Background: an optimization exercise with open tools, aiming at small area and a short achievable clock period. Do not read the settings as production practice.
In this exercise RTL edits were held to simulation tests only and were not proved equivalent to the original.
Power figures rest on the tool's default switching activity, not on a simulated workload.

## flow/config.mk

```make
export PLATFORM = sky130hd
export DESIGN_NAME = ex_top
export DESIGN_NICKNAME = ex_top
export VERILOG_FILES = /design/flow/design.v
export SDC_FILE = /design/flow/constraint.sdc
export NUM_CORES = 4
export LEC_CHECK = 0
export ABC_AREA = 1
export CAP_MARGIN = 20
export CORE_MARGIN = 2
export CORE_UTILIZATION = 40
export SETUP_SLACK_MARGIN = 2.0
export SLEW_MARGIN = 20
```

## flow/constraint.sdc

```tcl
create_clock -name core_clock -period 6.5 [get_ports {clk}]
set_input_delay 1.3000 -clock core_clock [delete_from_list [all_inputs] [get_ports {clk}]]
set_output_delay 1.3000 -clock core_clock [all_outputs]
set_load 0.01 [all_outputs]
```

## flow/design.v

```verilog
package ex_bus_pkg;
    localparam int XLEN = 32;
    localparam int ADDR_W = 32;
    localparam int REG_ADDR_W = 5;
    localparam int BYTES_PER_WORD = XLEN / 8;
    typedef logic [XLEN-1:0] word_t;
    typedef logic [ADDR_W-1:0] addr_t;
    typedef logic [REG_ADDR_W-1:0] reg_addr_t;
    typedef logic [BYTES_PER_WORD-1:0] byte_sel_t;
    localparam int SHAMT_W = 5;
    localparam addr_t INST_STEP = 32'd4;
endpackage
package rv_isa_pkg;
    typedef logic [6:0] opcode_t;
    typedef logic [2:0] funct3_t;
    typedef logic [6:0] funct7_t;
    localparam int OPCODE_LSB = 0;
    localparam int OPCODE_W = 7;
    localparam int FUNCT3_LSB = 12;
    localparam int FUNCT3_W = 3;
    localparam int FUNCT7_LSB = 25;
    localparam int FUNCT7_W = 7;
    localparam int ALT_BIT = 30;
    localparam opcode_t OP_R = 7'b0110011;
    localparam opcode_t OP_I = 7'b0010011;
    localparam opcode_t OP_S = 7'b0100011;
    localparam opcode_t OP_L = 7'b0000011;
    localparam opcode_t OP_B = 7'b1100011;
    localparam opcode_t OP_LUI = 7'b0110111;
    localparam opcode_t OP_AUIPC = 7'b0010111;
    localparam opcode_t OP_JAL = 7'b1101111;
    localparam opcode_t OP_JALR = 7'b1100111;
    localparam funct7_t FUNCT7_ZERO = 7'b0000000;
    localparam funct7_t FUNCT7_ALT = 7'b0100000;
    localparam funct3_t FUNCT3_ADD_SUB = 3'b000;
    localparam funct3_t FUNCT3_SLL = 3'b001;
    localparam funct3_t FUNCT3_SLT = 3'b010;
    localparam funct3_t FUNCT3_SLTU = 3'b011;
    localparam funct3_t FUNCT3_XOR = 3'b100;
    localparam funct3_t FUNCT3_SRL_SRA = 3'b101;
    localparam funct3_t FUNCT3_OR = 3'b110;
    localparam funct3_t FUNCT3_AND = 3'b111;
    localparam funct3_t FUNCT3_BEQ = 3'b000;
    localparam funct3_t FUNCT3_BNE = 3'b001;
    localparam funct3_t FUNCT3_BLT = 3'b100;
    localparam funct3_t FUNCT3_BGE = 3'b101;
    localparam funct3_t FUNCT3_BLTU = 3'b110;
    localparam funct3_t FUNCT3_BGEU = 3'b111;
    localparam funct3_t FUNCT3_SB = 3'b000;
    localparam funct3_t FUNCT3_SH = 3'b001;
    localparam funct3_t FUNCT3_SW = 3'b010;
    localparam funct3_t FUNCT3_LB = 3'b000;
    localparam funct3_t FUNCT3_LH = 3'b001;
    localparam funct3_t FUNCT3_LW = 3'b010;
    localparam funct3_t FUNCT3_LBU = 3'b100;
    localparam funct3_t FUNCT3_LHU = 3'b101;
    typedef enum logic [3:0] {
        ALU,
        LUI,
        AUIPC,
        LOAD,
        STORE,
        BRANCH,
        JAL,
        JALR,
        NONE
    } op_class_t;
endpackage
module ex_top (
    input logic clk,
    input logic arst_n,
    input logic [31:0] pc,
    input logic [31:0] inst,
    input logic [31:0] reg1,
    input logic [31:0] reg2,
    input logic [31:0] imm,
    input logic [4:0] id_rd_addr,
    input logic id_rd_we,
    input logic [31:0] ram_rdata,
    output logic ram_req,
    output logic ram_we,
    output logic [3:0] ram_sel,
    output logic [31:0] ram_addr,
    output logic [31:0] ram_wdata,
    output logic [4:0] rd_addr,
    output logic [31:0] rd_wdata,
    output logic rd_we,
    output logic jump_flag,
    output logic [31:0] jump_addr
);
    logic [6:0] opc;
    logic [2:0] f3;
    logic alt;
    assign opc = inst[6:0];
    assign f3 = inst[14:12];
    assign alt = inst[30];
    logic is_r, r_ok, is_i, is_lui, is_auipc, is_ld, is_st, is_br, is_jal, is_jalr;
    logic valid;
    assign is_r = (opc == 7'b0110011);
    assign r_ok = is_r && (inst[29:25] == 5'b00000) && !inst[31];
    assign is_i = (opc == 7'b0010011);
    assign is_lui = (opc == 7'b0110111);
    assign is_auipc = (opc == 7'b0010111);
    assign is_ld = (opc == 7'b0000011);
    assign is_st = (opc == 7'b0100011);
    assign is_br = (opc == 7'b1100011);
    assign is_jal = (opc == 7'b1101111);
    assign is_jalr = (opc == 7'b1100111);
    assign valid = r_ok | is_i | is_lui | is_auipc | is_ld | is_st | is_br | is_jal | is_jalr;
    logic [31:0] maddr;
    logic [31:0] mp, mg, mgg, mc;
    assign mp = reg1 ^ imm;
    assign mg = reg1 & imm;
    assign mgg = {mg[31:2], mg[1] | ((reg1[1] | imm[1]) & reg1[0] & imm[0]), mg[0]};
    ex_prefix_ks u_mpfx (.p(mp), .g(mgg), .c(mc));
    assign maddr = mp ^ {mc[30:0], 1'b0};
    logic sel_r1, sel_pc;
    logic [31:0] base, xsum;
    assign sel_r1 = !inst[4] && !inst[3] && (!inst[6] || inst[2]);
    assign sel_pc = (inst[4] && !inst[5]) || (inst[6] && !inst[2]) || inst[3];
    assign base = ({32{sel_r1}} & reg1) | ({32{sel_pc}} & pc);
    logic [31:0] xp, xg, xc;
    assign xp = base ^ imm;
    assign xg = base & imm;
    ex_prefix u_xpfx (.p(xp), .g(xg), .c(xc));
    assign xsum = xp ^ {xc[30:0], 1'b0};
    logic [31:0] b, bx, ysum;
    logic sub, cout, lt_u, lt_s, eq;
    assign b = inst[5] ? reg2 : imm;
    assign sub = inst[6] | (!f3[2] & f3[1]) | (!f3[2] & !f3[1] & !f3[0] & inst[5] & alt);
    assign bx = b ^ {32{sub}};
    logic [31:0] yp, yg, yg0, yc;
    assign yp = reg1 ^ bx;
    assign yg = reg1 & bx;
    assign yg0 = {yg[31:1], yg[0] | (yp[0] & sub)};
    ex_prefix u_ypfx (.p(yp), .g(yg0), .c(yc));
    assign ysum = yp ^ {yc[30:0], sub};
    assign cout = yc[31];
    assign lt_u = !cout;
    assign lt_s = lt_u ^ reg1[31] ^ b[31];
    assign eq = &yp;
    logic [31:0] r1_rev, s0, s1, s2, s3, s4, s5, sr, sl;
    logic fill;
    logic [4:0] sh;
    always_comb begin
        for (int i = 0; i < 32; i++) r1_rev[i] = reg1[31-i];
    end
    assign sh = b[4:0];
    assign fill = f3[2] & alt & reg1[31];
    assign s0 = f3[2] ? reg1 : r1_rev;
    assign s1 = sh[0] ? {{1{fill}}, s0[31:1]} : s0;
    assign s2 = sh[1] ? {{2{fill}}, s1[31:2]} : s1;
    assign s3 = sh[2] ? {{4{fill}}, s2[31:4]} : s2;
    assign s4 = sh[3] ? {{8{fill}}, s3[31:8]} : s3;
    assign s5 = sh[4] ? {{16{fill}}, s4[31:16]} : s4;
    assign sr = s5;
    always_comb begin
        for (int i = 0; i < 32; i++) sl[i] = sr[31-i];
    end
    logic [31:0] lg;
    assign lg = (yp & {32{!(f3[1] & f3[0])}}) | (yg & {32{f3[1]}});
    logic [1:0] a;
    logic [7:0] rbyte;
    logic [15:0] rhalf;
    logic [31:0] ld;
    assign a = maddr[1:0];
    logic ld_b, ld_h, ld_w, lv_ok, ld_sgn, ld_sbit;
    logic [1:0] lsel;
    assign ld_b = !f3[1] & !f3[0];
    assign ld_h = !f3[1] & f3[0];
    assign ld_w = !f3[2] & f3[1] & !f3[0];
    assign lv_ok = ld_w | ((ld_b | ld_h) & !(ld_h & a[0]));
    assign ld_sgn = !f3[2];
    assign lsel = {a[1] & !f3[1], a[0] & ld_b};
    always_comb begin
        case (lsel)
            2'd0: rbyte = ram_rdata[7:0];
            2'd1: rbyte = ram_rdata[15:8];
            2'd2: rbyte = ram_rdata[23:16];
            default: rbyte = ram_rdata[31:24];
        endcase
    end
    assign rhalf[7:0] = rbyte;
    assign rhalf[15:8] = a[1] & ld_h ? ram_rdata[31:24] : ram_rdata[15:8];
    assign ld_sbit = ld_sgn & (ld_b ? rbyte[7] : rhalf[15]);
    assign ld[7:0] = {8{lv_ok}} & rbyte;
    assign ld[15:8] = ld_b ? {8{lv_ok & ld_sbit}} : ({8{lv_ok}} & rhalf[15:8]);
    assign ld[31:16] = ld_w ? ram_rdata[31:16] : {16{lv_ok & ld_sbit}};
    logic cond, take;
    logic [31:0] link;
    assign cond = f3[2] ? ((f3[1] ? lt_u : lt_s) ^ f3[0]) : (!f3[1] & (eq ^ f3[0]));
    assign take = (is_br & cond) | is_jal | is_jalr;
    assign link = {pc[31:2] + 30'd1, pc[1:0]};
    logic use_alu, use_x, use_ld, use_link;
    logic [31:0] result;
    assign use_alu = inst[4] & !inst[2];
    assign use_x = inst[4] & inst[2];
    assign use_ld = !inst[4] & !inst[6] & !inst[5];
    assign use_link = inst[6] & inst[2];
    logic s_sum, s_sl, s_sr, s_lg, s_slt;
    assign s_sum = use_alu & (f3 == 3'b000);
    assign s_sl = use_alu & (f3 == 3'b001);
    assign s_sr = use_alu & (f3 == 3'b101);
    assign s_lg = use_alu & f3[2] & (f3[1] | !f3[0]);
    assign s_slt = use_alu & !f3[2] & f3[1];
    assign result = ({32{s_sum}} & ysum) | ({32{s_sl}} & sl) | ({32{s_sr}} & sr)
                  | ({32{s_lg}} & lg) | {31'd0, s_slt & (f3[0] ? lt_u : lt_s)}
                  | ({32{use_x}} & xsum) | ({32{use_ld}} & ld) | ({32{use_link}} & link);
    logic st_ok, ld_ok, sb, sh_, sw;
    assign st_ok = is_st & !f3[2] & !(f3[1] & f3[0]);
    assign ld_ok = is_ld & !(f3[1] & (f3[0] | f3[2]));
    assign ram_req = st_ok | ld_ok;
    assign ram_we = st_ok;
    assign ram_addr = maddr;
    assign sb = !f3[1] & !f3[0];
    assign sh_ = f3[0];
    assign sw = f3[1];
    assign ram_sel[0] = sw | (!a[1] & !a[0]);
    assign ram_sel[1] = sw | (sb & !a[1] & a[0]) | (sh_ & !a[1] & !a[0]);
    assign ram_sel[2] = sw | (a[1] & !a[0]);
    assign ram_sel[3] = sw | (sb & a[1] & a[0]) | (sh_ & a[1] & !a[0]);
    assign ram_wdata[7:0] = reg2[7:0];
    assign ram_wdata[15:8] = sb ? reg2[7:0] : reg2[15:8];
    assign ram_wdata[23:16] = sw ? reg2[23:16] : reg2[7:0];
    assign ram_wdata[31:24] = sw ? reg2[31:24] : (sh_ ? reg2[15:8] : reg2[7:0]);
    always_ff @(posedge clk or negedge arst_n) begin
        if (!arst_n) begin
            rd_we <= 1'b0;
            jump_flag <= 1'b0;
        end else begin
            rd_we <= id_rd_we && valid;
            jump_flag <= take;
        end
    end
    always_ff @(posedge clk) begin
        rd_addr <= id_rd_addr;
        rd_wdata <= result;
        jump_addr <= {xsum[31:1], xsum[0] & !(inst[2] & !inst[3])};
    end
endmodule
module ex_prefix (
    input logic [31:0] p,
    input logic [31:0] g,
    output logic [31:0] c
);
    logic [31:0] gg, pp, gn, pn;
    always_comb begin
        gg = g;
        pp = p;
        for (int l = 0; l < 5; l++) begin
            gn = gg;
            pn = pp;
            for (int i = 0; i < 32; i++) begin
                if (((i >> l) & 1) == 1) begin
                    if (l >= 1 && i == (1 << l)) begin
                        gn[i] = g[i] | (p[i] & g[i-1]) | (p[i] & p[i-1] & gg[i-2]);
                        pn[i] = p[i] & p[i-1] & pp[i-2];
                    end else begin
                        gn[i] = gg[i] | (pp[i] & gg[((i >> l) << l) - 1]);
                        pn[i] = pp[i] & pp[((i >> l) << l) - 1];
                    end
                end
            end
            gg = gn;
            pp = pn;
        end
        c = gg;
    end
endmodule
module ex_prefix_ks (
    input logic [31:0] p,
    input logic [31:0] g,
    output logic [31:0] c
);
    logic [31:0] gg, pp, gn, pn;
    always_comb begin
        gg = g;
        pp = p;
        for (int l = 0; l < 5; l++) begin
            gn = gg;
            pn = pp;
            for (int i = 0; i < 32; i++) begin
                if (i >= (1 << l)) begin
                    gn[i] = gg[i] | (pp[i] & gg[i - (1 << l)]);
                    pn[i] = pp[i] & pp[i - (1 << l)];
                end
            end
            gg = gn;
            pp = pn;
        end
        c = gg;
    end
endmodule
```

## flow/flow/run.sh

```bash
#!/bin/bash
# Standard layout, with the port buffers made from the smallest plain buffer,
# and gates off the critical paths sized back down after timing repair.
cp standard.sh standard_sh_copy.txt
cp config.mk config_mk_copy.txt
export BUFFER_PORTS_ARGS="-buffer_cell sky130_fd_sc_hd__buf_1"
export RECOVER_POWER=100
bash standard.sh > standard.log 2>&1
```

## flow/standard.sh

```bash
#!/bin/bash
# synth_recipe.tcl (not shown) runs the flow's synth.tcl, then flattens the netlist and writes it again
# the make line also repeats each setting of config.mk as NAME=value (left out here)
make -C /OpenROAD-flow-scripts/flow DESIGN_CONFIG=/design/flow/config.mk WORK_HOME=/design/flow/orfs CLKGATE_MAP_FILE= SYNTH_SCRIPT=/design/flow/synth_recipe.tcl "${@:-finish}"
```

==> results.txt, run 1 <==
core area=32700 um^2; SO Viols=max-capacitance violations, max-slew violations; total area of sequential cells=1430 um^2; post-synthesis sequential area ratio=0.107; initial antenna violation count=2; crit path DAT=4240 ps; routed len/inst=24.6 um; synthesized area=13400 um^2; Max Freq=0.181 GHz; largest net degree at the start of global routing=70; gr ovfl total=0; Fin. Hold Viols=0; DP Worst Slack=1360 ps; final count of pins violating max slew=28; Final nets=2972; total clock sinks=71; post-DP HPWL=62.6 mm; Die Y=187 um; vias in the first global route=17212; die width=187 um; Overall Global Routing Usage=0.421; number of synthesized flops with an enable pin=0; Least-Margin Pin Slew=1770 ps; design area=15700 um^2; # DRC=0; Util after Layout=0.480; FP Rows=66; Yosys warnings=3; Clk pin slew, worst setup/hold paths=70 ps; P&R area growth vs syn=17.5%; CP startpoint=inst[13]; multi-input logic area=10700 um^2; synthesized instance count=2392; clock buffer depth=2; Worst path depth=5; setup TNS=0 ps; die area=34900 um^2; CP top delay family=buffers and inverters; crit path capture type=output port; first-pass iteration count of the detailed router=7; CP Cell Sequence=clkbuf_1 -> clkbuf_1 -> nand2_1 -> o21ai_0 -> buf_1; first-pass GRT wire length=110 mm; Avg Synthesized Cell Area=5.58 um^2; PwrDens=184 nW/um^2; Antenna diodes=0; Min Hold Slack=726 ps; share of Yosys cell area claimed by the top area cell type=0.178; Rel. slew slack=-0.181; DR vias=18887; IO Port Bufs=325; Fillers=3689; Crit Path Class=primary input to output port; Netlist cell types=58; vias per inst=6.05; CP max stage delay=1340 ps; top cells by area, synth=nand2_1 18%, nand3_1 17%, dfxtp_1 10%, ha_1 9.1%, inv_1 7.5%; top_reg_cell synth=dfxtp_1; H-tree Lvls=3; Clock Root Buffer=clkbuf_16; outcome=complete, but fails checks; crit-path max FO=27; period utilization=0.852; min cycle time layout=5540 ps; share of layout cells above drive strength 1=0.0814; most frequent cells after synthesis=633 x nand2_1, 446 x nand3_1, 267 x inv_1; Hold Path Class=primary input to asynchronous set/reset pin; Setup violations, final=0; RSZ-0062 raised after global routing=yes; # hold bufs at CTS=0; I/O pin cnt=341; Detail Route Antenna Nets=0; asr flop ratio synth=0.0282; Initial Util=0.408; VDD IR max=143 uV; most frequent cell after synthesis=nand2_1; First DRT Iteration DRCs=2415; Post-Route WL=76.8 mm; Max Cap Viol=1; cell mode on critical path=clkbuf_1; Yosys top cell by area=nand2_1; Worst EP required=5200 ps; Post-DP Area=14800 um^2; final worst setup slack=963 ps; leakage=0.00744 uW; startpoint class of the critical path=primary input; CP bufs+invs=3; slowest CP cell=clkbuf_1; CTS tree=built; gpl congestion=1.07; FF+latch count, synth=71; TritonCTS Buffers=9
## where the power goes
group	leakage [uW]	internal [uW]	switching (uW)	total (uW)
Clock	0.000153	303	266	569
Sequential	0.000608	520	25.1	545
Combinational	0.00667	557	1220	1770
Total	0.00744	1380	1510	2890
## kinds of logic after synthesis
group,after synthesis,share of synthesized area
compound gates,415,0.180
xor+xnor,69,0.0452
fa+ha+maj,99,0.0939
buf+inv,383,0.119
flops,71,0.107
mux,4,0.00337
simple gates,1351,0.451
## path summary, 6_finish.rpt
kind / endpoint / slack, ps
min in group core_clock: rd_addr[1] / 1000
max in group asynchronous: jump_flag / 5580
min: rd_we / 730
max: ram_wdata[18] / 960
## timing repair
item	in CTS	in global routing
gates resized for setup	56	83
pin swaps	7	17
buffers inserted	7	9
cloned	1	2
setup endpoints to repair	54	43
## stage by stage
stage	instances	power [uW]
after floorplan	2392	1620
after global placement	3085	2190
after detailed placement	3085	2200
after CTS	3109	2800
after global routing	3120	3050
final	3120	2890
## layout make-up
cell class	instances	area share
multi-input combinational	1941	0.683
timing repair buffer	367	0.103
tap	442	0.0352
clock inverter	7	0.00494
sequential	71	0.0912
inverter	283	0.0682
clock buffer	9	0.0143
## layer usage
layer  part of all wire  wire length (um)  global-route usage
met1               0.40             30400               0.545
met2               0.42             32500               0.653
met3               0.12              9050              0.0888
met4              0.062              4780               0.226
met5            0.00031                24                   0
## cell usage in the layout, fill, tap and decap left out, types with 5 or more instances in the layout
master	count
o21ai_0	131
o21a_1	5
nand3_1	445
clkbuf_1	20
nand2_1	630
o21ai_1	19
inv_2	14
buf_4	37
nor3_2	7
nand3b_1	9
ha_2	6
a21oi_1	123
o211ai_1	19
a22o_1	7
a21oi_2	11
buf_2	14
nor2_1	138
clkbuf_16	9
nor3_1	26
a21o_1	12
a31oi_1	5
clkbuf_2	23
buf_1	269
nor2_2	6
or2_2	18
o21bai_1	5
dfxtp_1	69
o22ai_1	45
nand2_2	10
inv_1	265
xnor2_1	40
o221ai_1	7
ha_4	17
xor2_1	29
and2_0	5
ha_1	74
nand4_1	32
nor4_1	5
## registers in the layout (all words and copies together), names as in the netlist
name and cells:
jump_addr 32, jump_flag 1, rd_we 1, rd_wdata 32
rd_addr 5
==> inputs of run 2 (changes only) <==
==> flow/flow/run.sh (replaced) <==
#!/bin/bash
# Standard layout with two changes:
#  - the port buffers are made from the smallest plain buffer;
#  - ABC's area script maps without its own buffering and sizing (the resizer in the
#    layout flow sizes and buffers the gates anyway).
set -e
cp standard.sh standard_sh_copy.txt
cp config.mk config_mk_copy.txt
rm -rf scripts_copy
cp -r "$FLOW_HOME/scripts" scripts_copy
cp flow/abc_area.script scripts_copy/abc_area.script
export BUFFER_PORTS_ARGS="-buffer_cell sky130_fd_sc_hd__buf_1"
bash standard.sh SCRIPTS_DIR="$PWD/scripts_copy" finish > standard.log 2>&1
==> flow/flow/abc_area.script (new file) <==
strash
dch
map -B 0.9
topo
stime -c
==> run 2 against run 1 <==
  * The run now finishes clean
  * Count of clock-buffer cells in the layout increased by 2
  * Flip-flop and latch count did not move
  * Die area decreased by 4.6%
  * Worst setup slack gained 1100 ps
  * Clock power increased by 4.9%
  * Non-clock buffer count rose by 22
  * Critical path depth is 6 higher
  * Hold slack lost 17 ps
==> results.txt, run 2 <==
most frequent cells after synthesis=645 x nand2_1, 447 x nand3_1, 283 x clkinv_1; crit path capture type=output port; most frequent cell after synthesis=nand2_1; final count of pins violating max slew=0; most frequent cells in the layout=630 x nand2_1, 444 x nand3_1, 274 x buf_1; TritonCTS Buffers=9; synthesized instance count=2300; Final nets=2992; NetSw=1480 uW; die area=33300 um^2; Rel. slew slack=0.272; DP Worst Slack=951 ps; Clk pin slew, worst setup/hold paths=60 ps; Yosys top cell by area=nand2_1; Fin. Hold Viols=0; commonest non-fill, non-tap cell in the layout=nand2_1; DR vias=18773; startpoint class of the critical path=primary input; P&R area growth vs syn=26.6%; die width=182 um; gpl congestion=1.05; Clock Root Buffer=clkbuf_16; Max Cap Viol=0; leakage=0.00668 uW; I/O pin cnt=341; synthesized area=12700 um^2; crit-path max FO=4; top cells by area, synth=nand2_1 19%, nand3_1 18%, dfxtp_1 11%, ha_1 9.5%, clkinv_1 8.3%; first-pass iteration count of the detailed router=7; CTS tree=built; Final Instance Count excl. Fillers=3104; outcome=complete, no violations; met3 Resource Use GR=0.100; VDD IR max=111 uV; vias per inst=6.05; Largest regs=jump_addr: 32 flops, rd_wdata: 32 flops, rd_addr: 5 flops; Crit Path Class=primary input to output port; FP Rows=65; GRT met1 Usage=0.537; FF+latch count, synth=71; largest net degree at the start of global routing=72; Worst EP required=5200 ps; P_int=1470 uW; vias in the first global route=17061; PwrDens=183 nW/um^2; min cycle time layout=4440 ps; post-synthesis sequential area ratio=0.112; Comb pwr share=0.613; top_reg_cell synth=dfxtp_1; Netlist cell types=38; initial antenna violation count=4; clock group share of total power=0.202; Yosys warnings=3; design area=16100 um^2; core area=31500 um^2; Max Freq=0.225 GHz; routed len/inst=24.2 um; Least-Margin Pin Slew=1090 ps; share of layout cells above drive strength 1=0.106; Top Usage Layer GRT=met2; # hold bufs at CTS=0; GRT met2 Usage=0.687; switching portion of total power=0.502; setup TNS=0 ps; Post-DP Area=14700 um^2; Detail Route Antenna Nets=0; H-tree Lvls=3; First DRT Iteration DRCs=2139; post-DP HPWL=60.2 mm; gr ovfl total=0; Overall Global Routing Usage=0.433; crit path DAT=3140 ps; Post-Route WL=75.3 mm; IO Port Bufs=325; clock buffer depth=2; total clock sinks=71; Avg Synthesized Cell Area=5.53 um^2; asr flop ratio synth=0.0282; number of synthesized flops with an enable pin=0; Initial Util=0.404; RSZ-0062 raised after global routing=yes; Hold Path Class=primary input to asynchronous set/reset pin; Pwr Total=2950 uW; period utilization=0.684; share of Yosys cell area claimed by the top area cell type=0.190; Placed Cells=3058; Setup violations, final=0; Die Y=182 um; first-pass GRT wire length=107 mm; # DRC=0; Reg power frac=0.184; final worst setup slack=2060 ps
==> run 2: cell count changes after synthesis, moves of 14 or more <==
cell / delta
buf_2: -37
clkbuf_1: -38
clkinv_1: +282
inv_1: -267
inv_2: -14
o21ai_0: +25
o21ai_1: -18
==> run 2: what timing repair did <==
item | in CTS | in global routing
endpoints found under the setup margin | 64 | 60
resized for setup | 93 | 110
buffers inserted | 9 | 12
pin swaps | 16 | 18
gates cloned | 1 | 3
==> run 2: per-layer routing <==
layer	vias up	wire length, um
met2	1250	32500
met5	-	26
met4	4	5260
met3	248	8790
met1	8563	28700
li1	8708	-
==> run 2: path summary, 6_finish.rpt <==
check	from	end	slack, ps	depth (start not counted)
setup / recovery	imm[13]	ram_addr[30]	2060	11
hold / removal	arst_n	rd_we	710	1
max in group asynchronous	arst_n	jump_flag	5670	1
min in group core_clock	id_rd_addr[2]	rd_addr[2]	1020	1
==> run 2: cell type report <==
type | instances | area (um^2)
Antenna cell | 4 | 10.0
Sequential cell | 71 | 1430
Tap cell | 402 | 503
Clock buffer | 11 | 253
Fill cell | 3513 | 15400
Inverter | 283 | 1090
Multi-Input combinational cell | 1939 | 10800
Timing Repair Buffer | 389 | 1950
Clock inverter | 5 | 80.1
==> run 2: cells by family (layout without fill, tap and decap cells) <==
family                   after synthesis  in the layout  synth area share
AND/OR/NAND/NOR                     1351           1352             0.463
AO/OA/AOI/OAI                        415            415             0.187
buffers and inverters                291            688            0.0882
adder cells (fa/ha/maj)               99             99            0.0985
flip-flops                            71             71             0.112
XOR/XNOR                              69             69            0.0475
multiplexers                           4              4           0.00354
other                                  0              4                 0
==> run 2: power by group through the flow <==
stage / Clock [uW] / Sequential, uW / Combinational (uW)
finish: 597 / 545 / 1810
global route: 612 / 551 / 1950
CTS: 597 / 545 / 1690
detailed placement: 0 / 553 / 1640
global placement: 0 / 553 / 1620
floorplan: 0 / 596 / 980
==> run 2: stage by stage <==
stage | utilization | hold WS, ps
floorplan | - | 1000
global placement | 0.468 | 1080
detailed placement | 0.468 | 1080
CTS | 0.493 | 706
global route | 0.511 | 712
finish | 0.512 | 709
==> run 2: critical path: stages <==
cell	delay (ps)
buf_1	260
ha_4	280
nand2_2	120
clkinv_1	80
a21oi_1	250
a21boi_2	250
nand2_2	120
nand3_1	90
nand2_1	80
xor2_1	170
buf_2	160
==> inputs of run 3 (changes only) <==
--- a/flow/design.v
+++ b/flow/design.v
@@ -191,5 +191,18 @@
     assign cond = f3[2] ? ((f3[1] ? lt_u : lt_s) ^ f3[0]) : (!f3[1] & (eq ^ f3[0]));
     assign take = (is_br & cond) | is_jal | is_jalr;
-    assign link = {pc[31:2] + 30'd1, pc[1:0]};
+    logic [29:0] inc_all;
+    always_comb begin
+        logic [29:0] t, tn;
+        t = pc[31:2];
+        for (int l = 0; l < 5; l++) begin
+            tn = t;
+            for (int i = 0; i < 30; i++) begin
+                if (((i >> l) & 1) == 1) tn[i] = t[i] & t[((i >> l) << l) - 1];
+            end
+            t = tn;
+        end
+        inc_all = t;
+    end
+    assign link = {pc[31:2] ^ {inc_all[28:0], 1'b1}, pc[1:0]};
     logic use_alu, use_x, use_ld, use_link;
     logic [31:0] result;
==> flow/flow/run.sh (replaced) <==
#!/bin/bash
# Standard layout, with the port buffers made from the smallest plain buffer.
cp standard.sh standard_sh_copy.txt
cp config.mk config_mk_copy.txt
export BUFFER_PORTS_ARGS="-buffer_cell sky130_fd_sc_hd__buf_1"
bash standard.sh > standard.log 2>&1
--- a/flow/config.mk
+++ b/flow/config.mk
@@ -10,4 +10,4 @@
 export CORE_MARGIN = 2
 export CORE_UTILIZATION = 40
-export SETUP_SLACK_MARGIN = 2.0
+export SETUP_SLACK_MARGIN = 1.8
 export SLEW_MARGIN = 20
removed: flow/flow/abc_area.script
==> run 3 against run 2 <==
  * Flip-flop and latch count is the same
  * Routed wire length decreased by 5.3%
  * Hold slack worse by 4.5 ps
  * Non-clock buffer count decreased by 31
  * First-iteration DRC count decreased by 7.4%
  * Clock power decreased by 3%
  * Highest routed layer unchanged
==> results.txt, run 3 <==
post-synthesis sequential area ratio=0.110; post-DP HPWL=59.1 mm; H-tree Lvls=3; startpoint class of the critical path=primary input; NetSw=1420 uW; synthesized area=13100 um^2; Clock Root Buffer=clkbuf_16; Overall Global Routing Usage=0.411; TritonCTS Buffers=9; top cells by area, synth=nand2_1 18%, nand3_1 16%, dfxtp_1 11%, ha_1 9.7%, inv_1 7.8%; Fin. Hold Viols=0; CP Cell Sequence=buf_1 -> ha_2 -> a21o_1 -> o21bai_1 -> a21oi_1 -> o211ai_1 -> a21oi_2 -> xnor2_1 -> buf_1; Die Y=185 um; DP Worst Slack=1200 ps; First DRT Iteration DRCs=1980; final worst setup slack=1860 ps; share of layout cells above drive strength 1=0.0625; PwrDens=186 nW/um^2; most frequent cells in the layout=637 x nand2_1, 421 x nand3_1, 307 x buf_1; vias in the first global route=16079; crit path DAT=3340 ps; FF+latch count, synth=71; # DRC=0; Largest regs=jump_addr: 32 flops, rd_wdata: 32 flops, rd_addr: 5 flops; cell mode on critical path=buf_1; crit path capture type=output port; clock buffer depth=2; Detail Route Antenna Nets=0; FP Rows=66; slowest CP cell=ha_2; share of Yosys cell area claimed by the top area cell type=0.184; die area=34100 um^2; P_int=1390 uW; Final nets=2904; Worst EP required=5200 ps; Fillers=3738; outcome=complete, no violations; core area=32400 um^2; most frequent cell after synthesis=nand2_1; number of synthesized flops with an enable pin=0; Yosys warnings=3; largest net degree at the start of global routing=50; Final Instance Count excl. Fillers=3050; Max Freq=0.216 GHz; commonest non-fill, non-tap cell in the layout=nand2_1; Rel. slew slack=0.266; first-pass GRT wire length=102 mm; min cycle time layout=4640 ps; Crit Path Class=primary input to output port; VDD IR max=153 uV; Max Cap Viol=0; P&R area growth vs syn=15.5%; I/O pin cnt=341; gpl congestion=1.04; Least-Margin Pin Slew=1100 ps; Clk pin slew, worst setup/hold paths=60 ps; Avg Synthesized Cell Area=5.61 um^2; clock group share of total power=0.207; Reg power frac=0.194; die width=185 um; IO Port Bufs=325; synthesized instance count=2329; CTS tree=built; initial antenna violation count=5; Hold Path Class=primary input to asynchronous set/reset pin; most frequent cells after synthesis=641 x nand2_1, 421 x nand3_1, 273 x inv_1; leakage=0.00732 uW; Yosys top cell by area=nand2_1; Netlist cell types=54; total clock sinks=71; asr flop ratio synth=0.0282; routed len/inst=23.4 um; crit-path max FO=5; Post-Route WL=71.3 mm; vias per inst=5.88; CP max stage delay=390 ps; setup TNS=0 ps; Placed Cells=3030; Comb pwr share=0.599; top_reg_cell synth=dfxtp_1; gr ovfl total=0; final count of pins violating max slew=0; Setup violations, final=0; period utilization=0.714; RSZ-0062 raised after global routing=yes; Initial Util=0.404; switching portion of total power=0.506; DR vias=17924; first-pass iteration count of the detailed router=8
[run 3: cell types whose count changed after synthesis, sizes merged, moves of 19 or more]
| cell | previous run | this run |
|---|---|---|
| buf | 8 | 67 |
| nand3 | 447 | 423 |
| clkbuf | 0 | 30 |
| inv | 0 | 290 |
| clkinv | 283 | 2 |
| nor2 | 149 | 130 |
[run 3: cell type report]
cell class	instances	area, um^2	share of cell area
inverters	292	1100	0.0726
diodes	2	5.00	0.000332
well taps	442	553	0.0366
flip-flops and latches	71	1430	0.0948
clock inverters	6	93.8	0.00622
repair buffers	358	1500	0.0992
clock buffers	10	239	0.0158
multi-input cells	1869	10200	0.674
[run 3: worst max path at each step]
stage / from / endpoint / slack [ps] / cells past startpoint
CTS: reg1[6] / ram_addr[31] / 1810 / 15
floorplan: reg1[1] / ram_addr[30] / 2320 / 10
finish: reg1[14] / ram_addr[27] / 1860 / 9
detailed placement: inst[6] / rd_wdata[16] / 1200 / 18
global route: reg1[1] / ram_addr[31] / 1750 / 19
global placement: inst[6] / rd_wdata[16] / 1220 / 18
[run 3: repair_timing]
item | CTS | global route
resized for setup | 13 | 49
hold buffers | 0 | 0
pin swaps | 1 | 5
setup endpoints to repair | 24 | 34
buffers inserted | 0 | 2
[run 3: per-layer routing]
metal  track usage  up-vias  wire [um]
li1              -     8373          -
met3        0.0739      153       7830
met2         0.646     1122      30900
met4         0.167        6       3140
met1         0.552     8270      29400
met5             0        -         38
[run 3: cell families (layout without fill, tap and decap cells)]
kind of cell	Yosys count	in the layout	synth area share
simple gates	1283	1283	0.435
compound gates	412	412	0.184
buf+inv	389	666	0.124
fa+ha+maj	103	103	0.0998
xor+xnor	71	71	0.0476
flops	71	71	0.110
other cells	0	2	0
[run 3: power groups by stage]
stage / logic [uW] / clock network [uW] / registers [uW]
3_3_place_gp: 1600 / 0 / 554
3_5_place_dp: 1610 / 0 / 554
4_1_cts: 1620 / 594 / 546
2_1_floorplan: 998 / 0 / 598
6_report: 1690 / 582 / 546
5_1_grt: 1830 / 608 / 554
[run 3: per-stage QoR]
step / hold WS (ps) / total power [uW] / instance area, um^2 / util
floorplan: 1000 / 1600 / 13100 / -
global placement: 1110 / 2160 / 14600 / 0.450
detailed placement: 1110 / 2160 / 14600 / 0.450
CTS: 705 / 2760 / 14900 / 0.461
global route: 709 / 2990 / 15100 / 0.466
finish: 705 / 2810 / 15100 / 0.466
[run 3: critical path, delay by kind of cell]
kind	cells	cell delay [ps]
adder cells (fa/ha/maj)	1	390
XOR/XNOR	1	170
AO/OA/AOI/OAI	5	970
buffers and inverters	2	510
==> inputs of run 4 (changes only) <==
--- a/flow/config.mk
+++ b/flow/config.mk
@@ -10,4 +10,5 @@
 export CORE_MARGIN = 2
 export CORE_UTILIZATION = 40
-export SETUP_SLACK_MARGIN = 1.8
+export SETUP_SLACK_MARGIN = 2.0
 export SLEW_MARGIN = 20
+export TNS_END_PERCENT = 0
==> run 4 against run 3 <==
  * Design area increased by 1.7%
  * Synthesized cell count did not move
  * Critical path type unchanged
  * Sequential power hardly changed
  * Via count is essentially flat
  * Critical path depth unchanged
  * Largest power group unchanged
  * Synthesized area stayed put
  * Clock power hardly changed
  * Fmax rose by 1.4%
==> results.txt, run 4 <==
first-pass GRT wire length=102 mm; Netlist cell types=54; first-pass iteration count of the detailed router=6; Initial Util=0.404; vias per inst=5.86; design area=15400 um^2; Fillers=3704; CTS tree=built; crit path DAT=3270 ps; Rel. slew slack=0.274; VDD IR max=154 uV; share of layout cells above drive strength 1=0.0788; vias in the first global route=16083; Yosys top cell by area=nand2_1; slowest CP cell=buf_1; Clock Root Buffer=clkbuf_16; Hold Path Class=primary input to asynchronous set/reset pin; I/O pin cnt=341; FP Rows=66; period utilization=0.704; min cycle time layout=4570 ps; First DRT Iteration DRCs=2136; Overall Global Routing Usage=0.411; Met2 Routed Length=30.9 mm; Detail Route Antenna Nets=0; synthesized instance count=2329; outcome=complete, no violations; Worst EP required=5200 ps; gr ovfl total=0; PwrDens=185 nW/um^2; FF+latch count, synth=71; die area=34100 um^2; WL met3=7.65 mm; setup TNS=0 ps; leakage=0.00741 uW; Avg Synthesized Cell Area=5.61 um^2; top sig layer=met5; IO Port Bufs=325; Final nets=2913; number of synthesized flops with an enable pin=0; crit-path max FO=5; routed len/inst=23.4 um; DR vias=17938; final count of pins violating max slew=0; Crit Path Class=primary input to output port; H-tree Lvls=3; RSZ-0062 raised after global routing=yes; Post-DP Area=14600 um^2; initial antenna violation count=5; most frequent cells in the layout=634 x nand2_1, 421 x nand3_1, 296 x buf_1; post-synthesis sequential area ratio=0.110; CP bufs+invs=2; Die Y=185 um; WL met1=29.7 mm; Max Cap Viol=0; Largest regs=jump_addr: 32 flops, rd_wdata: 32 flops, rd_addr: 5 flops; crit path capture type=output port; die width=185 um; post-DP HPWL=59.1 mm; CP Cell Sequence=buf_1 -> ha_4 -> a21o_1 -> o21bai_1 -> a21oi_1 -> o211ai_1 -> a21oi_2 -> xnor2_1 -> buf_1; Least-Margin Pin Slew=1090 ps; clock buffer depth=2; TritonCTS Buffers=9; asr flop ratio synth=0.0282; share of Yosys cell area claimed by the top area cell type=0.184; commonest non-fill, non-tap cell in the layout=nand2_1; CP top delay family=compound AO/OA/AOI/OAI gates; Max Freq=0.219 GHz; P&R area growth vs syn=17.5%; largest net degree at the start of global routing=50; total clock sinks=71; most frequent cells after synthesis=641 x nand2_1, 421 x nand3_1, 273 x inv_1; Setup violations, final=0; startpoint class of the critical path=primary input; Yosys warnings=3; # DRC=0; core area=32400 um^2; cell mode on critical path=buf_1; synthesized area=13100 um^2; Clk pin slew, worst setup/hold paths=60 ps; top cells by area, synth=nand2_1 18%, nand3_1 16%, dfxtp_1 11%, ha_1 9.7%, inv_1 7.8%; # hold bufs at CTS=0; most frequent cell after synthesis=nand2_1; Fin. Hold Viols=0; Post-Route WL=71.5 mm; gpl congestion=1.04; top_reg_cell synth=dfxtp_1; CP max stage delay=370 ps
-- run 4: cell count changes in the layout (fill, tap and decap cells not counted), sizes merged --
cell,previous run,this run
buf,344,343
clkbuf,24,34
-- run 4: timing repair --
item	4_1_cts	5_1_grt
buffers inserted	0	11
gates resized for setup	17	91
endpoints found under the setup margin	54	63
pin swaps	0	11
-- run 4: power by group --
group          switching [uW]  internal, uW
clock                     234           348
combinational            1180           539
sequential               24.5           522
total                    1440          1410
-- run 4: worst max path at each step --
stage          depth (start not counted)  slack, ps     start      endpoint
2_1_floorplan                         10       2320   reg1[1]  ram_addr[30]
3_3_place_gp                          18       1220   inst[6]  rd_wdata[16]
3_5_place_dp                          18       1200   inst[6]  rd_wdata[16]
4_1_cts                               14       1820   imm[10]  ram_addr[31]
5_1_grt                               12       1870   reg1[1]  ram_addr[30]
6_report                               9       1930  reg1[14]  ram_addr[27]
-- run 4: layout make-up --
cell class              instances  area, um^2  area share
diodes                          2        5.00    0.000326
clock buffers                  10         239      0.0156
clock inverters                 6        93.8     0.00611
inverters                     292        1100      0.0714
multi-input cells            1869       10300       0.673
flip-flops and latches         71        1430      0.0932
well taps                     442         553      0.0360
repair buffers                367        1600       0.104
-- run 4: per-stage QoR --
step | instances | utilization | setup slack, ps | power, uW | hold WS [ps]
finish | 3059 | 0.474 | 1930 | 2840 | 705
global route | 3059 | 0.474 | 1870 | 3020 | 709
CTS | 3046 | 0.461 | 1820 | 2760 | 705
detailed placement | 3030 | 0.450 | 1200 | 2160 | 1110
global placement | 3030 | 0.450 | 1220 | 2160 | 1110
floorplan | 2329 | - | 2320 | 1600 | 1000
-- run 4: kinds of logic after synthesis --
family,Yosys count,share of synthesized area
AND/OR/NAND/NOR,1283,0.435
XOR/XNOR,71,0.0476
flip-flops,71,0.110
AO/OA/AOI/OAI,412,0.184
adder cells (fa/ha/maj),103,0.0998
buffers and inverters,389,0.124
-- run 4: per-layer routing --
layer	track usage	vias up
met5	0	-
met4	0.167	6
met3	0.0739	154
met2	0.646	1115
met1	0.552	8279
li1	-	8384
==> inputs of run 5 (changes only) <==
--- a/flow/config.mk
+++ b/flow/config.mk
@@ -10,5 +10,5 @@
 export CORE_MARGIN = 2
 export CORE_UTILIZATION = 40
+export CTS_CLUSTER_SIZE = 36
 export SETUP_SLACK_MARGIN = 2.0
 export SLEW_MARGIN = 20
-export TNS_END_PERCENT = 0
==> run 5 against run 4 <==
  * Still clean
  * Clock power is 0.7% higher
  * Routed wire length is 0.87% higher
  * Highest routed layer unchanged
  * Fmax is 2.6% higher
  * Non-clock buffer count is 6 higher
  * Hold slack worse by 1.8 ps
  * Combinational power hardly changed
  * Design area is 1.4% higher
  * Core utilization is 0.67 points higher
  * Largest power group unchanged
==> results.txt, run 5 <==
Clk pin slew, worst setup/hold paths=60 ps; leakage=0.00749 uW; Yosys warnings=3; Clock Root Buffer=clkbuf_16; most frequent cells in the layout=633 x nand2_1, 420 x nand3_1, 282 x buf_1; share of layout cells above drive strength 1=0.0904; Post-Route WL=72.1 mm; VDD IR max=154 uV; TritonCTS Buffers=9; period utilization=0.686; Worst EP required=5200 ps; PwrDens=184 nW/um^2; # hold bufs at CTS=0; post-synthesis sequential area ratio=0.110; First DRT Iteration DRCs=1980; die area=34100 um^2; post-DP HPWL=59.1 mm; Reg power frac=0.190; Rel. slew slack=0.279; I/O pin cnt=341; switching portion of total power=0.504; crit path DAT=3160 ps; first-pass GRT wire length=103 mm; initial antenna violation count=5; DR vias=17999; Largest regs=jump_addr: 32 flops, rd_wdata: 32 flops, rd_addr: 5 flops; crit path capture type=output port; outcome=complete, no violations; CTS tree=built; routed len/inst=23.5 um; largest net degree at the start of global routing=50; number of synthesized flops with an enable pin=0; Overall Global Routing Usage=0.412; Avg Synthesized Cell Area=5.61 um^2; Final Instance Count excl. Fillers=3065; setup TNS=0 ps; vias in the first global route=16161; P&R area growth vs syn=19.1%; Initial Util=0.404; most frequent cells after synthesis=641 x nand2_1, 421 x nand3_1, 273 x inv_1; vias per inst=5.87; gpl congestion=1.04; Hold Path Class=primary input to asynchronous set/reset pin; total clock sinks=71; min cycle time layout=4460 ps; # DRC=0; Setup violations, final=0; Crit Path Class=primary input to output port; NetSw=1450 uW; Final nets=2919; Die Y=185 um; commonest non-fill, non-tap cell in the layout=nand2_1; asr flop ratio synth=0.0282; RSZ-0062 raised after global routing=yes; crit-path max FO=5; core area=32400 um^2; synthesized instance count=2329; gr ovfl total=0; P_int=1420 uW; FF+latch count, synth=71; Max Freq=0.224 GHz; first-pass iteration count of the detailed router=7; Detail Route Antenna Nets=0; final count of pins violating max slew=0; clock group share of total power=0.204; Least-Margin Pin Slew=1080 ps; clock buffer depth=2; Placed Cells=3030; IO Port Bufs=325; top cells by area, synth=nand2_1 18%, nand3_1 16%, dfxtp_1 11%, ha_1 9.7%, inv_1 7.8%; top_reg_cell synth=dfxtp_1; Comb pwr share=0.606; synthesized area=13100 um^2; H-tree Lvls=3; Yosys top cell by area=nand2_1; Netlist cell types=54; Max Cap Viol=0; share of Yosys cell area claimed by the top area cell type=0.184; startpoint class of the critical path=primary input; most frequent cell after synthesis=nand2_1; Fin. Hold Viols=0; die width=185 um; FP Rows=66
-- run 5: cell type report --
type	count	area, um^2
inverter	292	1100
fill	3685	16800
tap	442	553
clock inverter	6	93.8
multi-input combinational	1869	10500
antenna	2	5.00
sequential	71	1430
timing repair buffer	373	1680
clock buffer	10	239
-- run 5: logic make-up (layout without fill, tap and decap cells) --
| kind of cell | after synthesis | after routing | share of synthesized area |
|---|---|---|---|
| compound gates | 412 | 412 | 0.184 |
| xor+xnor | 71 | 71 | 0.0476 |
| simple gates | 1283 | 1283 | 0.435 |
| fa+ha+maj | 103 | 103 | 0.0998 |
| other cells | 0 | 2 | 0 |
| flops | 71 | 71 | 0.110 |
| buf+inv | 389 | 681 | 0.124 |
-- run 5: layer usage --
| metal | up-vias | track usage | wire (um) |
|---|---|---|---|
| met1 | 8307 | 0.549 | 29900 |
| met2 | 1107 | 0.648 | 31200 |
| met5 | - | 0 | 40 |
| li1 | 8415 | - | - |
| met3 | 164 | 0.0800 | 7710 |
| met4 | 6 | 0.175 | 3270 |
-- run 5: power by group through the flow --
stage	combinational, uW	clock [uW]	sequential (uW)
floorplan	998	0	598
global placement	1600	0	554
detailed placement	1610	0	554
CTS	1650	594	546
global route	1880	609	554
finish	1740	586	546
-- run 5: final timing paths --
| kind | startpoint | end | slack, ps |
|---|---|---|---|
| worst max-delay path | imm[22] | ram_addr[28] | 2040 |
| worst min-delay path | arst_n | jump_flag | 700 |
| max in group asynchronous | arst_n | rd_we | 5650 |
| min in group core_clock | id_rd_addr[3] | rd_addr[3] | 1010 |
-- run 5: per-stage QoR --
stage	cell area, um^2	total power, uW	setup WS (ps)	utilization	hold slack, ps
2_1_floorplan	13100	1600	2320	-	1000
4_1_cts	15100	2790	1900	0.468	705
3_5_place_dp	14600	2160	1200	0.450	1110
5_1_grt	15600	3040	1960	0.481	709
3_3_place_gp	14600	2160	1220	0.450	1110
6_report	15600	2870	2040	0.481	703
-- run 5: critical path: stages --
cell and delay [ps]:
clkbuf_2 140, ha_2 440, nand2_1 150, o21ai_1 340, nand2_1 90, o211ai_1 160, a21oi_1 70, nand2_1 130
xor2_1 150, buf_1 170
-- run 5: timing repair --
action                     in CTS  in global routing
pin swaps                       8                 14
setup buffers                   5                 12
setup endpoints to repair      54                 49
hold endpoints to repair        0                  0
gates resized for setup        57                 88
==> inputs of run 6 (changes only) <==
--- a/flow/config.mk
+++ b/flow/config.mk
@@ -10,5 +10,4 @@
 export CORE_MARGIN = 2
 export CORE_UTILIZATION = 40
-export CTS_CLUSTER_SIZE = 36
 export SETUP_SLACK_MARGIN = 2.0
 export SLEW_MARGIN = 20
==> run 6 against run 5 <==
  * Via count did not move
  * Worst setup slack stayed put
  * Cell count unchanged
  * Synthesized cell count unchanged
  * Critical path depth did not move
  * Sequential power about the same
  * Non-clock buffer count is the same
  * Largest cell class unchanged
  * Sequential share of layout area is the same
  * First-iteration DRC count unchanged
  * Flip-flop and latch count did not move
==> results.txt, run 6 <==
post-synthesis sequential area ratio=0.110; die area=34100 um^2; most frequent cells in the layout=633 x nand2_1, 420 x nand3_1, 282 x buf_1; CP top delay family=compound AO/OA/AOI/OAI gates; TritonCTS Buffers=9; first-pass iteration count of the detailed router=7; RSZ-0062 raised after global routing=yes; Clock Root Buffer=clkbuf_16; Fin. Hold Viols=0; P&R area growth vs syn=19.1%; synthesized area=13100 um^2; vias in the first global route=16161; Largest regs=jump_addr: 32 flops, rd_wdata: 32 flops, rd_addr: 5 flops; Yosys warnings=3; min cycle time layout=4460 ps; outcome=complete, no violations; gr ovfl total=0; main combinational cell family by area after synthesis=simple AND/OR/NAND/NOR gates; synthesized instance count=2329; First DRT Iteration DRCs=1980; Synth Area in Simple Gates=0.435; total clock sinks=71; vias per inst=5.87; Initial Util=0.404; Worst EP required=5200 ps; Post-Synth XOR/XNOR Area=0.0476; Max Freq=0.224 GHz; FP Rows=66; largest net degree at the start of global routing=50; area share of fa/ha/maj cells after synthesis=0.0998; # DRC=0; top_reg_cell synth=dfxtp_1; crit path DAT=3160 ps; asr flop ratio synth=0.0282; post-synthesis mux area share=0; most frequent cell after synthesis=nand2_1; Netlist cell types=54; Setup violations, final=0; FF+latch count, synth=71; share of layout cells above drive strength 1=0.0904; number of synthesized flops with an enable pin=0; setup TNS=0 ps; crit-path max FO=5; VDD IR max=154 uV; most frequent cells after synthesis=641 x nand2_1, 421 x nand3_1, 273 x inv_1; first-pass GRT wire length=103 mm; PwrDens=184 nW/um^2; core area=32400 um^2; Clk pin slew, worst setup/hold paths=60 ps; share of Yosys cell area claimed by the top area cell type=0.184; Detail Route Antenna Nets=0; leakage=0.00749 uW; Die Y=185 um; I/O pin cnt=341; post-DP HPWL=59.1 mm; commonest non-fill, non-tap cell in the layout=nand2_1; Crit Path Class=primary input to output port; CP Cell Sequence=clkbuf_2 -> ha_2 -> nand2_1 -> o21ai_1 -> nand2_1 -> o211ai_1 -> a21oi_1 -> nand2_1 -> xor2_1 -> buf_1; # hold bufs at CTS=0; crit path capture type=output port; top cells by area, synth=nand2_1 18%, nand3_1 16%, dfxtp_1 11%, ha_1 9.7%, inv_1 7.8%; Max Cap Viol=0; compound-gate portion of the synthesized area=0.184; final count of pins violating max slew=0; CP bufs+invs=2; slowest CP cell=ha_2; CTS tree=built; Util after Layout=0.481; Avg Synthesized Cell Area=5.61 um^2; gpl congestion=1.04; Least-Margin Pin Slew=1080 ps; period utilization=0.686; Overall Global Routing Usage=0.412; DR vias=17999; initial antenna violation count=5; CP max stage delay=440 ps; startpoint class of the critical path=primary input; die width=185 um; Hold Path Class=primary input to asynchronous set/reset pin; Final nets=2919; Yosys top cell by area=nand2_1; Post-Route WL=72.1 mm; H-tree Lvls=3; Rel. slew slack=0.279; routed len/inst=23.5 um; cell mode on critical path=nand2_1; clock buffer depth=2; IO Port Bufs=325
[run 6: cell counts in the layout (fill, tap and decap cells not counted)]
No cell type changed its count.
[run 6: path summary, 6_finish.rpt]
| check | endpoint | slack [ps] | start | cells after the start |
|---|---|---|---|---|
| worst max-delay path | ram_addr[28] | 2040 | imm[22] | 10 |
| worst min-delay path | jump_flag | 700 | arst_n | 1 |
| max in group asynchronous | rd_we | 5650 | arst_n | 1 |
| min in group core_clock | rd_addr[3] | 1010 | id_rd_addr[3] | 1 |
[run 6: cells by family (layout without fill, tap and decap cells)]
family	count (synthesis)	in the layout
and+or+nand+nor	1283	1283
xor gates and xnor gates	71	71
other	0	2
adders and majority gates	103	103
buffers and inverters	389	681
DFF	71	71
AOI/OAI and AO/OA	412	412
[run 6: timing repair]
item	4_1_cts	5_1_grt
pin swaps	8	14
endpoints found under the setup margin	54	49
setup buffers	5	12
resized for setup	57	88
[run 6: power by group]
group	internal [uW]	switching, uW	leakage (uW)
sequential	522	24.3	0.000608
clock	348	238	0.000159
combinational	555	1180	0.00673
total	1420	1450	0.00749
[run 6: layout make-up]
| class | count | area (um^2) |
|---|---|---|
| fill | 3685 | 16800 |
| clock inverter | 6 | 93.8 |
| inverter | 292 | 1100 |
| clock buffer | 10 | 239 |
| timing repair buffer | 373 | 1680 |
| sequential | 71 | 1430 |
| multi-input combinational | 1869 | 10500 |
| antenna | 2 | 5.00 |
| tap | 442 | 553 |
[run 6: stage by stage]
stage	area [um^2]	hold slack, ps	std cells	total power (uW)	setup WS [ps]
finish	15600	703	3065	2870	2040
global route	15600	709	3065	3040	1960
CTS	15100	705	3051	2790	1900
detailed placement	14600	1110	3030	2160	1200
global placement	14600	1110	3030	2160	1220
floorplan	13100	1000	2329	1600	2320
[run 6: routing by layer]
metal  up-vias  GRT usage  part of all wire
met5         -          0           0.00055
met4         6      0.175             0.045
met3       164     0.0800              0.11
met2      1107      0.648              0.43
met1      8307      0.549              0.41
li1       8415          -                 -
==> inputs of run 7 (changes only) <==
--- a/flow/config.mk
+++ b/flow/config.mk
@@ -7,7 +7,7 @@
 export LEC_CHECK = 0
 export ABC_AREA = 1
-export CAP_MARGIN = 20
+export CAP_MARGIN = 5
 export CORE_MARGIN = 2
 export CORE_UTILIZATION = 40
 export SETUP_SLACK_MARGIN = 2.0
-export SLEW_MARGIN = 20
+export SLEW_MARGIN = 5
==> run 7 against run 6 <==
  * Still clean on timing, DRC and antenna
  * Fmax unchanged
  * Total power did not move
  * Hold slack did not move
  * Sequential power is essentially flat
  * Non-clock buffer count is the same
  * Synthesized area unchanged
  * Sequential share of layout area did not move
  * Combinational power about the same
  * Core utilization unchanged
  * Critical path depth stayed put
  * Via count stayed put
  * Synthesized cell count did not move
  * Highest routed layer unchanged
==> results.txt, run 7 <==
Netlist cell types=54; Yosys top cell by area=nand2_1; number of synthesized flops with an enable pin=0; vias per inst=5.87; Post-Route WL=72.1 mm; Largest regs=jump_addr: 32 flops, rd_wdata: 32 flops, rd_addr: 5 flops; setup TNS=0 ps; Rel. slew slack=0.279; initial antenna violation count=5; Yosys warnings=3; Initial Util=0.404; Die Y=185 um; # hold bufs at CTS=0; post-DP HPWL=59.1 mm; Clk pin slew, worst setup/hold paths=60 ps; DP Worst Slack=1200 ps; final count of pins violating max slew=0; synthesized instance count=2329; Post-DP Area=14600 um^2; IO Port Bufs=325; share of layout cells above drive strength 1=0.0904; Detail Route Antenna Nets=0; crit path DAT=3160 ps; post-synthesis sequential area ratio=0.110; startpoint class of the critical path=primary input; top_reg_cell synth=dfxtp_1; Worst EP required=5200 ps; H-tree Lvls=3; first-pass iteration count of the detailed router=7; leakage=0.00749 uW; most frequent cells in the layout=633 x nand2_1, 420 x nand3_1, 282 x buf_1; Overall Global Routing Usage=0.412; Max Cap Viol=0; Final Instance Count excl. Fillers=3065; largest net degree at the start of global routing=50; most frequent cells after synthesis=641 x nand2_1, 421 x nand3_1, 273 x inv_1; Max Freq=0.224 GHz; Min Hold Slack=703 ps; min cycle time layout=4460 ps; Crit Path Class=primary input to output port; top cells by area, synth=nand2_1 18%, nand3_1 16%, dfxtp_1 11%, ha_1 9.7%, inv_1 7.8%; Hold Path Class=primary input to asynchronous set/reset pin; Final nets=2919; Fin. Hold Viols=0; commonest non-fill, non-tap cell in the layout=nand2_1; synthesized area=13100 um^2; CTS tree=built; outcome=complete, no violations; Placed Cells=3030; P&R area growth vs syn=19.1%; RSZ-0062 raised after global routing=yes; FP Rows=66; TritonCTS Buffers=9; first-pass GRT wire length=103 mm; DR vias=17999; die width=185 um; PwrDens=184 nW/um^2; Least-Margin Pin Slew=1080 ps; FF+latch count, synth=71; I/O pin cnt=341; design area=15600 um^2; most frequent cell after synthesis=nand2_1; Avg Synthesized Cell Area=5.61 um^2; clock buffer depth=2; crit-path max FO=5; asr flop ratio synth=0.0282; core area=32400 um^2; crit path capture type=output port; vias in the first global route=16161; routed len/inst=23.5 um; period utilization=0.686; Clock Root Buffer=clkbuf_16; die area=34100 um^2; total clock sinks=71; gpl congestion=1.04; VDD IR max=154 uV; share of Yosys cell area claimed by the top area cell type=0.184; Setup violations, final=0; gr ovfl total=0; # DRC=0; First DRT Iteration DRCs=1980; final worst setup slack=2040 ps
==> run 7: how the worst max path moves through the flow <==
stage             from      endpoint  slack (ps)  cells after the start
2_1_floorplan  reg1[1]  ram_addr[30]        2320                     10
3_3_place_gp   inst[6]  rd_wdata[16]        1220                     18
3_5_place_dp   inst[6]  rd_wdata[16]        1200                     18
4_1_cts        imm[20]  ram_addr[30]        1900                     12
5_1_grt         imm[9]  ram_addr[31]        1960                     15
6_report       imm[22]  ram_addr[28]        2040                     10
==> run 7: cell type report <==
class                   instances  area, um^2
fillers                      3685       16800
multi-input cells            1869       10500
repair buffers                373        1680
flip-flops and latches         71        1430
inverters                     292        1100
well taps                     442         553
clock buffers                  10         239
clock inverters                 6        93.8
diodes                          2        5.00
==> run 7: through the flow <==
step / power, uW / util
2_1_floorplan: 1600 / -
3_3_place_gp: 2160 / 0.450
3_5_place_dp: 2160 / 0.450
4_1_cts: 2790 / 0.468
5_1_grt: 3040 / 0.481
6_report: 2870 / 0.481
==> run 7: where the power goes <==
group          switching [uW]  internal [uW]
combinational            1180            555
clock                     238            348
sequential               24.3            522
==> run 7: logic make-up (layout without fill, tap and decap cells) <==
group	Yosys count	in the layout	synth area share
simple gates	1283	1283	0.435
fa+ha+maj	103	103	0.0998
buf+inv	389	681	0.124
compound gates	412	412	0.184
flops	71	71	0.110
xor+xnor	71	71	0.0476
other cells	0	2	0
==> run 7: repair_timing <==
item,CTS,global route
buffers inserted,5,12
pin swaps,8,14
gates resized for setup,57,88
setup endpoints to repair,54,49
==> run 7: critical path: stages <==
cell and delay, ps:
clkbuf_2 140, ha_2 440, nand2_1 150, o21ai_1 340
nand2_1 90, o211ai_1 160, a21oi_1 70, nand2_1 130
xor2_1 150, buf_1 170
==> run 7: layer usage <==
layer	vias to the layer above	GRT usage	wire, um
met1	8307	0.549	29900
met2	1107	0.648	31200
met4	6	0.175	3270
met3	164	0.0800	7710
met5	-	0	40
li1	8415	-	-
==> inputs of run 8 (changes only) <==
--- a/flow/flow/run.sh
+++ b/flow/flow/run.sh
@@ -4,3 +4,4 @@
 cp config.mk config_mk_copy.txt
 export BUFFER_PORTS_ARGS="-buffer_cell sky130_fd_sc_hd__buf_1"
+export REMOVE_ABC_BUFFERS=1
 bash standard.sh > standard.log 2>&1
--- a/flow/config.mk
+++ b/flow/config.mk
@@ -7,7 +7,8 @@
 export LEC_CHECK = 0
 export ABC_AREA = 1
-export CAP_MARGIN = 5
+export CAP_MARGIN = 20
 export CORE_MARGIN = 2
 export CORE_UTILIZATION = 40
+export CTS_BUF_LIST = sky130_fd_sc_hd__clkbuf_8
 export SETUP_SLACK_MARGIN = 2.0
-export SLEW_MARGIN = 5
+export SLEW_MARGIN = 20
==> run 8 against run 7 <==
  * Die area unchanged
  * Largest cell class unchanged
  * Critical path depth down 1
  * Via count down 1.1%
  * Largest power group unchanged
  * Clock power down 32%
  * Worst setup slack better by 12 ps
  * Design area down 0.83%
  * Count of clock-buffer cells in the layout down 1
  * Highest routed layer unchanged
  * Sequential power about the same
==> results.txt, run 8 <==
First DRT Iteration DRCs=2108; die area=34100 um^2; Clk pin slew, worst setup/hold paths=80 ps; crit-path max FO=5; DP Worst Slack=1220 ps; final worst setup slack=2050 ps; Avg Synthesized Cell Area=5.61 um^2; share of Yosys cell area claimed by the top area cell type=0.184; P&R area growth vs syn=18.1%; outcome=complete, no violations; gr ovfl total=0; Antenna diodes=0; Final nets=2910; I/O pin cnt=341; crit path capture type=output port; top cells by area, synth=nand2_1 18%, nand3_1 16%, dfxtp_1 11%, ha_1 9.7%, inv_1 7.8%; post-DP HPWL=55.9 mm; vias in the first global route=15912; die width=185 um; crit path DAT=3150 ps; CTS tree=built; Max Cap Viol=0; Util after Layout=0.477; vias per inst=5.83; initial antenna violation count=2; Yosys warnings=3; Worst EP required=5200 ps; Pwr Total=2680 uW; top_reg_cell synth=dfxtp_1; clock buffer depth=2; Clock Root Buffer=clkbuf_8; Detail Route Antenna Nets=0; # hold bufs at CTS=0; H-tree Lvls=3; most frequent cells in the layout=629 x nand2_1, 420 x nand3_1, 282 x buf_1; Rel. slew slack=0.305; Largest regs=jump_addr: 32 flops, rd_wdata: 32 flops, rd_addr: 5 flops; Post-Route WL=69.6 mm; VDD IR max=112 uV; most frequent cells after synthesis=641 x nand2_1, 421 x nand3_1, 273 x inv_1; asr flop ratio synth=0.0282; Fin. Hold Viols=0; TritonCTS Buffers=9; FF+latch count, synth=71; Yosys top cell by area=nand2_1; synthesized instance count=2329; Initial Util=0.404; Hold Path Class=primary input to asynchronous set/reset pin; first-pass GRT wire length=99.1 mm; startpoint class of the critical path=primary input; Setup violations, final=0; first-pass iteration count of the detailed router=8; routed len/inst=22.8 um; final count of pins violating max slew=0; commonest non-fill, non-tap cell in the layout=nand2_1; Die Y=185 um; post-synthesis sequential area ratio=0.110; FP Rows=66; synthesized area=13100 um^2; period utilization=0.684; RSZ-0062 raised after global routing=yes; Placed Cells=3020; total clock sinks=71; gpl congestion=1.01; # DRC=0; core area=32400 um^2; share of layout cells above drive strength 1=0.0892; most frequent cell after synthesis=nand2_1; Netlist cell types=54; Crit Path Class=primary input to output port; IO Port Bufs=325; largest net degree at the start of global routing=50; Overall Global Routing Usage=0.394; number of synthesized flops with an enable pin=0; Final Instance Count excl. Fillers=3054; PwrDens=173 nW/um^2; leakage=0.00741 uW; min cycle time layout=4450 ps; Max Freq=0.225 GHz; Least-Margin Pin Slew=1040 ps; DR vias=17803; setup TNS=0 ps
run 8: cell counts after synthesis:
No cell type changed its count.
run 8: worst max path at each step:
| stage | startpoint | to | slack, ps | cells after the start |
|---|---|---|---|---|
| after global routing | reg1[1] | ram_addr[17] | 1990 | 15 |
| after floorplan | inst[5] | rd_wdata[21] | 1580 | 18 |
| final | imm[10] | ram_addr[19] | 2050 | 9 |
| after global placement | reg1[1] | ram_addr[24] | 1250 | 13 |
| after CTS | reg1[1] | ram_addr[20] | 2000 | 15 |
| after detailed placement | inst[6] | rd_wdata[21] | 1220 | 21 |
run 8: timing repair:
| action | in CTS | in global routing |
|---|---|---|
| resized for setup | 64 | 98 |
| endpoints found under the setup margin | 61 | 52 |
| pin swaps | 8 | 18 |
| gates cloned | 0 | 1 |
| buffers inserted | 5 | 12 |
run 8: routing by layer:
metal,global-route usage,part of all wire,up-vias
met5,0,0.00039,-
met4,0.210,0.058,4
met3,0.0743,0.11,178
met2,0.608,0.43,1141
met1,0.519,0.41,8101
li1,-,-,8379
run 8: kinds of logic after synthesis:
logic type,count (synthesis),share of synthesized area
xor+xnor,71,0.0476
flops,71,0.110
fa+ha+maj,103,0.0998
compound gates,412,0.184
simple gates,1283,0.435
buf+inv,389,0.124
run 8: critical path: stages:
cell and delay, ps:
buf_1 150, ha_4 350, nand2_1 110, o21ai_0 280
a21oi_2 80, o211ai_1 310, buf_4 180, xor2_1 200
clkbuf_2 170
run 8: where the power goes:
part	switching (uW)	leakage, uW	total [uW]	internal [uW]
Clock	219	0.0000956	396	177
Sequential	24.5	0.000608	546	521
Combinational	1180	0.00670	1730	559
Total	1420	0.00741	2680	1260
run 8: final cells by class:
class                      count  area [um^2]
timing repair buffer         363         1640
inverter                     292         1100
clock inverter                 7         72.6
sequential                    71         1430
multi-input combinational   1870        10500
clock buffer                   9          124
tap                          442          553
fill                        3649        16900
run 8: per-stage QoR:
step	hold WS (ps)	cell area (um^2)
2_1_floorplan	1000	12500
5_1_grt	687	15400
4_1_cts	672	14900
3_5_place_dp	1130	14500
6_report	677	15400
3_3_place_gp	1130	14500

==> what the ideal ports hide <==
Ports are ideal in the flow. The routed layouts listed here were re-timed in OpenROAD. Step 1: set_driving_cell puts a clkbuf_16 on clk and a buf_2 on each other input, an assumption about the parent block. Step 2 also shifts input and output timing later by t, the mid clock arrival at the registers, as if the neighbouring blocks saw the same clock. a / b / c = ideal ports / drivers / drivers and shift; a / b = the first two.
run	shift t [ns]	setup WS [ns]	hold WS [ns]	worst setup path after step 2	worst register clock-pin slew, ns
run 1	0.439	0.963 / 0.928 / 0.712	0.726 / 0.703 / 1.142	input to register	0.09 / 0.09
run 2	0.418	2.056 / 1.981 / 1.704	0.709 / 0.691 / 1.109	input to register	0.08 / 0.08
run 3	0.444	1.861 / 1.810 / 1.554	0.705 / 0.681 / 1.125	input to register	0.08 / 0.08
run 4	0.443	1.927 / 1.900 / 1.605	0.705 / 0.681 / 1.124	input to register	0.08 / 0.08
run 5	0.442	2.042 / 2.021 / 1.681	0.703 / 0.681 / 1.123	input to register	0.08 / 0.08
run 6	0.442	2.042 / 2.021 / 1.681	0.703 / 0.681 / 1.123	input to register	0.08 / 0.08
run 7	0.442	2.042 / 2.021 / 1.681	0.703 / 0.681 / 1.123	input to register	0.08 / 0.08
run 8	0.475	2.054 / 2.031 / 1.737	0.677 / 0.650 / 1.125	input to register	0.10 / 0.10
